This is an optimization exercise on Yosys and OpenROAD, whose aim is small area and a short achievable clock period, not a production implementation. Where RTL was checked, it was by simulation tests only, not by an equivalence proof against the original. No activity file was given, so power comes from the tool's default toggle rates.

==> flow/design.v (excerpt) <==
module compressor_unit
(
    input  logic              clock,
    input  logic              reset_n,
    input  logic [LINE_W-1:0] UnCompressedCache,
    output logic [LINE_W-1:0] CompressedCache,
    output logic [3:0]        Encoding,
    output logic [LINE_W-1:0] DeCompressedCache
);
export LEC_CHECK = 0
export CAP_MARGIN = 20
export CORE_MARGIN = 2
export CORE_UTILIZATION = 40
export CTS_BUF_LIST = sky130_fd_sc_hd__clkbuf_8 sky130_fd_sc_hd__clkbuf_16
export CTS_CLUSTER_DIAMETER = 60
export CTS_CLUSTER_SIZE = 20
export SLEW_MARGIN = 20
export SYNTH_HIERARCHICAL = 1
create_clock -name core_clock -period 12.0 [get_ports {clock}]
standard.sh (not shown) runs the stock make flow with config.mk's settings and CLKGATE_MAP_FILE= SYNTH_SCRIPT=/design/flow/synth_recipe.tcl, a recipe that flattens the netlist after the stock synthesis.
==> flow/flow/run.sh <==
#!/bin/bash
# Layout flow: the standard synthesis and ORFS layout, with two changes to
# how the layout is made:
#  - ports are buffered with buf_2 instead of the delay cell buffer_ports picks;
#  - timing repair may change a cell's footprint and aims for a setup margin,
#    so the design is pushed below the clock period it must meet.
# Each step's full output goes to its own log in this folder (and ORFS keeps
# its per-stage logs under orfs/logs).
set -euo pipefail
MARGIN=${MARGIN:-7.5}
bash standard.sh synth > log_synth.txt 2>&1
export BUFFER_PORTS_ARGS="-buffer_cell sky130_fd_sc_hd__buf_2"
for step in floorplan place cts route finish; do
  bash standard.sh MATCH_CELL_FOOTPRINT=0 SETUP_SLACK_MARGIN=$MARGIN $step > log_$step.txt 2>&1
done
test -s out/final.def
Next try:
--- a/flow/design.v
+++ b/flow/design.v
@@ -120,14 +120,13 @@
 );
     assign eq0 = (e_hi == c0);
     assign eq1 = (e_hi == c1);
 endmodule
 module bdi_front (
     input  logic [255:0] line,
-    output logic [3:0]   enc,
-    output logic [8:0]   sel,       
+    output logic [7:0]   fit,       
     output logic [95:0]  d8,        
     output logic [63:0]  d4,        
     output logic [63:0]  d2         
 );
     logic [63:0] b8;
     logic [31:0] b4;
@@ -208,12 +207,21 @@
     assign fit8d4  = &f8d4;
     assign fit4d1  = &f4d1;
     assign fit4d2  = &f4d2;
     assign fit2d1  = &f2d1;
     assign is_rep8 = &z8;
     assign is_zero = is_rep8 & ~(|b8);
+    assign fit = {is_zero, is_rep8, fit8d1, fit4d1, fit8d2, fit2d1, fit4d2, fit8d4};
+endmodule
+module bdi_decide (
+    input  logic [7:0] fit,
+    output logic [3:0] enc,
+    output logic [8:0] sel        
+);
+    logic is_zero, is_rep8, fit8d1, fit4d1, fit8d2, fit2d1, fit4d2, fit8d4;
+    assign {is_zero, is_rep8, fit8d1, fit4d1, fit8d2, fit2d1, fit4d2, fit8d4} = fit;
     logic s_rep8, s_8d1, s_4d1, s_8d2, s_2d1, s_4d2, s_8d4, s_unc;
     assign s_rep8 = is_rep8 & ~is_zero;
     assign s_8d1  = fit8d1 & ~is_rep8;
     assign s_4d1  = fit4d1 & ~fit8d1;
     assign s_8d2  = fit8d2 & ~fit8d1 & ~fit4d1;
     assign s_2d1  = fit2d1 & ~fit8d2 & ~fit4d1;
@@ -301,55 +309,57 @@
     input  logic              reset_n,
     input  logic [LINE_W-1:0] UnCompressedCache,
     output logic [LINE_W-1:0] CompressedCache,
     output logic [3:0]        Encoding,
     output logic [LINE_W-1:0] DeCompressedCache
 );
+    logic [7:0]    w_fit;
     logic [3:0]    w_enc;
     logic [8:0]    w_sel;
     logic [95:0]   w_d8;
     logic [63:0]   w_d4;
     logic [63:0]   w_d2;
     cc_pkg::line_t r_line;
-    logic [3:0]    r_enc;
-    logic [8:0]    r_sel;
+    logic [7:0]    r_fit;
     logic [95:0]   r_d8;
     logic [63:0]   r_d4;
     logic [63:0]   r_d2;
     cc_pkg::line_t r_decomp;
     bdi_front u_front (
         .line (UnCompressedCache),
-        .enc  (w_enc),
-        .sel  (w_sel),
+        .fit  (w_fit),
         .d8   (w_d8),
         .d4   (w_d4),
         .d2   (w_d2)
     );
     always_ff @(posedge clock or negedge reset_n) begin
         if (!reset_n) begin
             r_line   <= '0;
-            r_enc    <= 4'd0;
-            r_sel    <= '0;
+            r_fit    <= '1;      
             r_decomp <= '0;
         end else begin
             r_line   <= UnCompressedCache;
-            r_enc    <= w_enc;
-            r_sel    <= w_sel;
+            r_fit    <= w_fit;
             r_decomp <= r_line;
         end
     end
     always_ff @(posedge clock) begin
         r_d8 <= w_d8;
         r_d4 <= w_d4;
         r_d2 <= w_d2;
     end
+    bdi_decide u_decide (
+        .fit (r_fit),
+        .enc (w_enc),
+        .sel (w_sel)
+    );
     bdi_payload u_payload (
         .line    (r_line),
-        .sel     (r_sel),
+        .sel     (w_sel),
         .d8      (r_d8),
         .d4      (r_d4),
         .d2      (r_d2),
         .payload (CompressedCache)
     );
-    assign Encoding          = r_enc;
+    assign Encoding          = w_enc;
     assign DeCompressedCache = r_decomp;
 endmodule
Outcome: Via count went up by 1.9%; non-clock buffer count rises by 26; utilization climbs by 0.31 points; routed wire length rises by 5.1%; power climbs by 2.3%; cell area rose by 0.44%; critical path depth drops by 1; die area hardly moves; register-to-register slack degrades by 0.09 ns.


Another version of the RTL of compressor_unit (not shown whole).
Size: roughly 46,000 sq um of cells after synthesis.
==> module bdi_hi_near, before the edit <==
module bdi_hi_near #(
    parameter int N = 32
) (
    input  logic [N-1:0] e_hi,
    input  logic [N-1:0] b_hi,
    output logic         x0,
    output logic         zt,
    output logic         ztp
);
    logic [N-1:0] x, y, yp;
    logic [N-1:1] t, tp;
    assign x  = ~(e_hi ^ b_hi);
    assign y  = e_hi | ~b_hi;
    assign yp = b_hi | ~e_hi;
    for (genvar j = 1; j < N; j++) begin : g_t
        assign t[j]  = ~(x[j] ^ y[j-1]);
        assign tp[j] = ~(x[j] ^ yp[j-1]);
    end
    assign x0  = x[0];
    assign zt  = &t;
    assign ztp = &tp;
endmodule
==> module bdi_front, before the edit <==
module bdi_front (
    input  logic [255:0] line,
    output logic [3:0]   enc,
    output logic [8:0]   sel,       
    output logic [95:0]  d8,        
    output logic [63:0]  d4,        
    output logic [63:0]  d2         
);
    logic [63:0] b8;
    logic [31:0] b4;
    logic [15:0] b2;
    assign b8 = line[63:0];
    assign b4 = line[31:0];
    assign b2 = line[15:0];
    logic [7:0]  k2_0, k2_1;
    bdi_step #(.N(8),  .INC(0)) u_k20 (.x(b2[15:8]),  .en(~b2[7]),  .y(k2_0));
    bdi_step #(.N(8),  .INC(1)) u_k21 (.x(b2[15:8]),  .en(b2[7]),   .y(k2_1));
    logic [3:0]  f8d1, f8d2, f8d4;
    logic [7:0]  f4d1, f4d2;
    logic [15:0] f2d1;
    logic [3:1]  z8;       
    assign f8d1[0] = 1'b1; assign f8d2[0] = 1'b1; assign f8d4[0] = 1'b1;
    assign f4d1[0] = 1'b1; assign f4d2[0] = 1'b1; assign f2d1[0] = 1'b1;
    for (genvar i = 1; i < 4; i++) begin : g8
        logic [63:0] e;
        logic [31:0] s, p, g;
        logic [32:0] c;
        logic        brw, hi, s7, s15, x0, zt, ztp, z7, o7, z15, o15;
        assign e = line[64*i +: 64];
        bdi_sub #(.N(32)) u_sub (.a(e[31:0]), .b(b8[31:0]), .s(s), .c(c), .p(p), .g(g));
        assign brw = ~((e[31] & b8[31]) | ((e[31] ^ b8[31]) & c[31]));
        bdi_hi_near #(.N(32)) u_hi (.e_hi(e[63:32]), .b_hi(b8[63:32]), .x0(x0), .zt(zt), .ztp(ztp));
        assign hi = (brw ^ b8[31]) ? (x0 & zt) : (b8[31] ? (~x0 & zt) : (~x0 & ztp));
        bdi_same #(.L(15), .H(31)) u_s15 (.p(p[31:15]), .g(g[31:15]), .zall(z15), .oall(o15));
        bdi_same #(.L(7),  .H(15)) u_s7  (.p(p[15:7]),  .g(g[15:7]),  .zall(z7),  .oall(o7));
        assign s15 = (c[15] ~^ p[15]) ? z15 : o15;
        assign s7  = (c[7] ~^ p[7]) ? z7 : o7;
        assign f8d4[i] = hi;
        assign f8d2[i] = hi & s15;
        assign f8d1[i] = hi & s15 & s7;
        assign f4d2[2*i] = s15;
        assign f4d1[2*i] = s15 & s7;
        assign f2d1[4*i] = s7;
        assign z8[i] = hi & (&p);
        assign d8[32*(i-1) +: 32] = s;
    end
    for (genvar i = 1; i < 8; i += 2) begin : g4
        logic [31:0] e;
        logic [15:0] s, p, g;
        logic [16:0] c;
        logic        brw, hi, s7, x0, zt, ztp, z7, o7;
        assign e = line[32*i +: 32];
        bdi_sub #(.N(16)) u_sub (.a(e[15:0]), .b(b4[15:0]), .s(s), .c(c), .p(p), .g(g));
        assign brw = ~((e[15] & b4[15]) | ((e[15] ^ b4[15]) & c[15]));
        bdi_hi_near #(.N(16)) u_hi (.e_hi(e[31:16]), .b_hi(b4[31:16]), .x0(x0), .zt(zt), .ztp(ztp));
        assign hi = (brw ^ b4[15]) ? (x0 & zt) : (b4[15] ? (~x0 & zt) : (~x0 & ztp));
        bdi_same #(.L(7), .H(15)) u_s7 (.p(p[15:7]), .g(g[15:7]), .zall(z7), .oall(o7));
        assign s7 = (c[7] ~^ p[7]) ? z7 : o7;
        assign f4d2[i] = hi;
        assign f4d1[i] = hi & s7;
        assign f2d1[2*i] = s7;
        assign d4[16*(i-1)/2 +: 16] = s;
    end
    for (genvar i = 1; i < 16; i += 2) begin : g2
        logic [15:0] e;
        logic [7:0]  s, p, g;
        logic [8:0]  c;
        logic        brw, eq0, eq1;
        assign e = line[16*i +: 16];
        bdi_sub #(.N(8)) u_sub (.a(e[7:0]), .b(b2[7:0]), .s(s), .c(c), .p(p), .g(g));
        assign brw = ~((e[7] & b2[7]) | ((e[7] ^ b2[7]) & c[7]));
        bdi_hi_eq #(.N(8)) u_hi (.e_hi(e[15:8]), .c0(k2_0), .c1(k2_1), .eq0(eq0), .eq1(eq1));
        assign f2d1[i] = brw ? eq1 : eq0;
        assign d2[8*(i-1)/2 +: 8] = s;
    end
    logic fit8d1, fit8d2, fit8d4, fit4d1, fit4d2, fit2d1, is_rep8, is_zero;
    assign fit8d1  = &f8d1;
    assign fit8d2  = &f8d2;
    assign fit8d4  = &f8d4;
    assign fit4d1  = &f4d1;
    assign fit4d2  = &f4d2;
    assign fit2d1  = &f2d1;
    assign is_rep8 = &z8;
    assign is_zero = is_rep8 & ~(|b8);
    logic s_rep8, s_8d1, s_4d1, s_8d2, s_2d1, s_4d2, s_8d4, s_unc;
    assign s_rep8 = is_rep8 & ~is_zero;
    assign s_8d1  = fit8d1 & ~is_rep8;
    assign s_4d1  = fit4d1 & ~fit8d1;
    assign s_8d2  = fit8d2 & ~fit8d1 & ~fit4d1;
    assign s_2d1  = fit2d1 & ~fit8d2 & ~fit4d1;
    assign s_4d2  = fit4d2 & ~fit4d1 & ~fit8d2 & ~fit2d1;
    assign s_8d4  = fit8d4 & ~fit4d2 & ~fit8d2 & ~fit2d1;
    assign s_unc  = ~fit8d4 & ~fit4d2 & ~fit2d1;
    assign enc[0] = s_rep8 | s_4d1 | s_2d1 | s_8d4 | s_unc;
    assign enc[1] = s_8d1 | s_4d1 | s_4d2 | s_8d4 | s_unc;
    assign enc[2] = s_8d2 | s_2d1 | s_4d2 | s_8d4 | s_unc;
    assign enc[3] = s_unc;
    assign sel = {s_2d1, s_4d1, s_4d2, s_8d1, s_8d2, s_8d4,
                  s_unc,
                  ~(s_4d1 | s_4d2 | s_2d1),
                  ~s_2d1};
endmodule
==> flow/config.mk <==
export PLATFORM = sky130hd
export DESIGN_NAME = compressor_unit
export DESIGN_NICKNAME = compressor_unit
export VERILOG_FILES = /design/flow/design.v
export SDC_FILE = /design/flow/constraint.sdc
export NUM_CORES = 8
export LEC_CHECK = 0
export CAP_MARGIN = 20
export CORE_MARGIN = 2
export CORE_UTILIZATION = 40
export SLEW_MARGIN = 20
export SYNTH_HIERARCHICAL = 1
==> flow/constraint.sdc <==
create_clock -name core_clock -period 12.0 [get_ports {clock}]
set_input_delay 2.4000 -clock core_clock [delete_from_list [all_inputs] [get_ports {clock}]]
set_output_delay 2.4000 -clock core_clock [all_outputs]
set_load 0.01 [all_outputs]
Scripts as last shown in full above: flow/flow/run.sh
Next try:
--- a/flow/design.v
+++ b/flow/design.v
@@ -109,28 +109,6 @@
         assign y[j] = x[j] ^ (en & pa[LV][j-1]);
     end
 endmodule
-module bdi_hi_near #(
-    parameter int N = 32
-) (
-    input  logic [N-1:0] e_hi,
-    input  logic [N-1:0] b_hi,
-    output logic         x0,
-    output logic         zt,
-    output logic         ztp
-);
-    logic [N-1:0] x, y, yp;
-    logic [N-1:1] t, tp;
-    assign x  = ~(e_hi ^ b_hi);
-    assign y  = e_hi | ~b_hi;
-    assign yp = b_hi | ~e_hi;
-    for (genvar j = 1; j < N; j++) begin : g_t
-        assign t[j]  = ~(x[j] ^ y[j-1]);
-        assign tp[j] = ~(x[j] ^ yp[j-1]);
-    end
-    assign x0  = x[0];
-    assign zt  = &t;
-    assign ztp = &tp;
-endmodule
 module bdi_hi_eq #(
     parameter int N = 32
 ) (
@@ -157,7 +135,13 @@
     assign b8 = line[63:0];
     assign b4 = line[31:0];
     assign b2 = line[15:0];
+    logic [31:0] k8_0, k8_1;
+    logic [15:0] k4_0, k4_1;
     logic [7:0]  k2_0, k2_1;
+    bdi_step #(.N(32), .INC(0)) u_k80 (.x(b8[63:32]), .en(~b8[31]), .y(k8_0));
+    bdi_step #(.N(32), .INC(1)) u_k81 (.x(b8[63:32]), .en(b8[31]),  .y(k8_1));
+    bdi_step #(.N(16), .INC(0)) u_k40 (.x(b4[31:16]), .en(~b4[15]), .y(k4_0));
+    bdi_step #(.N(16), .INC(1)) u_k41 (.x(b4[31:16]), .en(b4[15]),  .y(k4_1));
     bdi_step #(.N(8),  .INC(0)) u_k20 (.x(b2[15:8]),  .en(~b2[7]),  .y(k2_0));
     bdi_step #(.N(8),  .INC(1)) u_k21 (.x(b2[15:8]),  .en(b2[7]),   .y(k2_1));
     logic [3:0]  f8d1, f8d2, f8d4;
@@ -170,12 +154,12 @@
         logic [63:0] e;
         logic [31:0] s, p, g;
         logic [32:0] c;
-        logic        brw, hi, s7, s15, x0, zt, ztp, z7, o7, z15, o15;
+        logic        brw, hi, s7, s15, eq0, eq1, z7, o7, z15, o15;
         assign e = line[64*i +: 64];
         bdi_sub #(.N(32)) u_sub (.a(e[31:0]), .b(b8[31:0]), .s(s), .c(c), .p(p), .g(g));
         assign brw = ~((e[31] & b8[31]) | ((e[31] ^ b8[31]) & c[31]));
-        bdi_hi_near #(.N(32)) u_hi (.e_hi(e[63:32]), .b_hi(b8[63:32]), .x0(x0), .zt(zt), .ztp(ztp));
-        assign hi = (brw ^ b8[31]) ? (x0 & zt) : (b8[31] ? (~x0 & zt) : (~x0 & ztp));
+        bdi_hi_eq #(.N(32)) u_hi (.e_hi(e[63:32]), .c0(k8_0), .c1(k8_1), .eq0(eq0), .eq1(eq1));
+        assign hi = brw ? eq1 : eq0;
         bdi_same #(.L(15), .H(31)) u_s15 (.p(p[31:15]), .g(g[31:15]), .zall(z15), .oall(o15));
         bdi_same #(.L(7),  .H(15)) u_s7  (.p(p[15:7]),  .g(g[15:7]),  .zall(z7),  .oall(o7));
         assign s15 = (c[15] ~^ p[15]) ? z15 : o15;
@@ -193,12 +177,12 @@
         logic [31:0] e;
         logic [15:0] s, p, g;
         logic [16:0] c;
-        logic        brw, hi, s7, x0, zt, ztp, z7, o7;
+        logic        brw, hi, s7, eq0, eq1, z7, o7;
         assign e = line[32*i +: 32];
         bdi_sub #(.N(16)) u_sub (.a(e[15:0]), .b(b4[15:0]), .s(s), .c(c), .p(p), .g(g));
         assign brw = ~((e[15] & b4[15]) | ((e[15] ^ b4[15]) & c[15]));
-        bdi_hi_near #(.N(16)) u_hi (.e_hi(e[31:16]), .b_hi(b4[31:16]), .x0(x0), .zt(zt), .ztp(ztp));
-        assign hi = (brw ^ b4[15]) ? (x0 & zt) : (b4[15] ? (~x0 & zt) : (~x0 & ztp));
+        bdi_hi_eq #(.N(16)) u_hi (.e_hi(e[31:16]), .c0(k4_0), .c1(k4_1), .eq0(eq0), .eq1(eq1));
+        assign hi = brw ? eq1 : eq0;
         bdi_same #(.L(7), .H(15)) u_s7 (.p(p[15:7]), .g(g[15:7]), .zall(z7), .oall(o7));
         assign s7 = (c[7] ~^ p[7]) ? z7 : o7;
         assign f4d2[i] = hi;
=> Die area goes down by 7.8%. Core utilization increases by 3.3 points. Cell area falls by 2.0%. Hold slack improves by 0.0039 ns. Cell count decreases by 6.2%. Flip-flop and latch count stays the same.
Function was not checked in any run of this note: the RTL went through the layout flow alone.

==> afterwards: timing with drivers on the ports <==
How much do the figures lean on ideal ports? The routed layouts below were timed once more, with nothing changed but the port constraints. Step 1 sets driving cells, clkbuf_16 on the clock port and buf_2 on the other inputs (assumed; they add their load-dependent delay and slew). Step 2 adds t to the input delays and takes it off the output delays; t is the mean of the earliest and latest rising clock arrival at the registers after step 1. Input paths then give back, and output paths get back, about the clock's delay inside the block. Three values: ideal, step 1, step 2; two values: the first two.
| run | t (ns) | slack for setup (ns) | worst setup path after step 2 | clock arrival spread, ns | worst slew at a driven data input, ns |
|---|---|---|---|---|---|
| the first run of note 1 | 0.747 | 6.574 / 6.613 / 5.866 | input to register | 0.050 / 0.050 | 0.14 |
| the second run of note 1 | 0.758 | 6.664 / 6.583 / 5.923 | input to register | 0.046 / 0.047 | 0.17 |
| the first run of note 2 | 0.755 | 6.532 / 6.563 / 5.808 | input to register | 0.044 / 0.044 | 0.14 |
| the second run of note 2 | 0.754 | 6.600 / 6.625 / 5.871 | input to register | 0.039 / 0.040 | 0.14 |
After both steps every run listed still meets setup and hold. The setup slack of the second run of note 1, which loses most, moves by -0.081 ns with the drivers and by -0.741 ns with both steps.
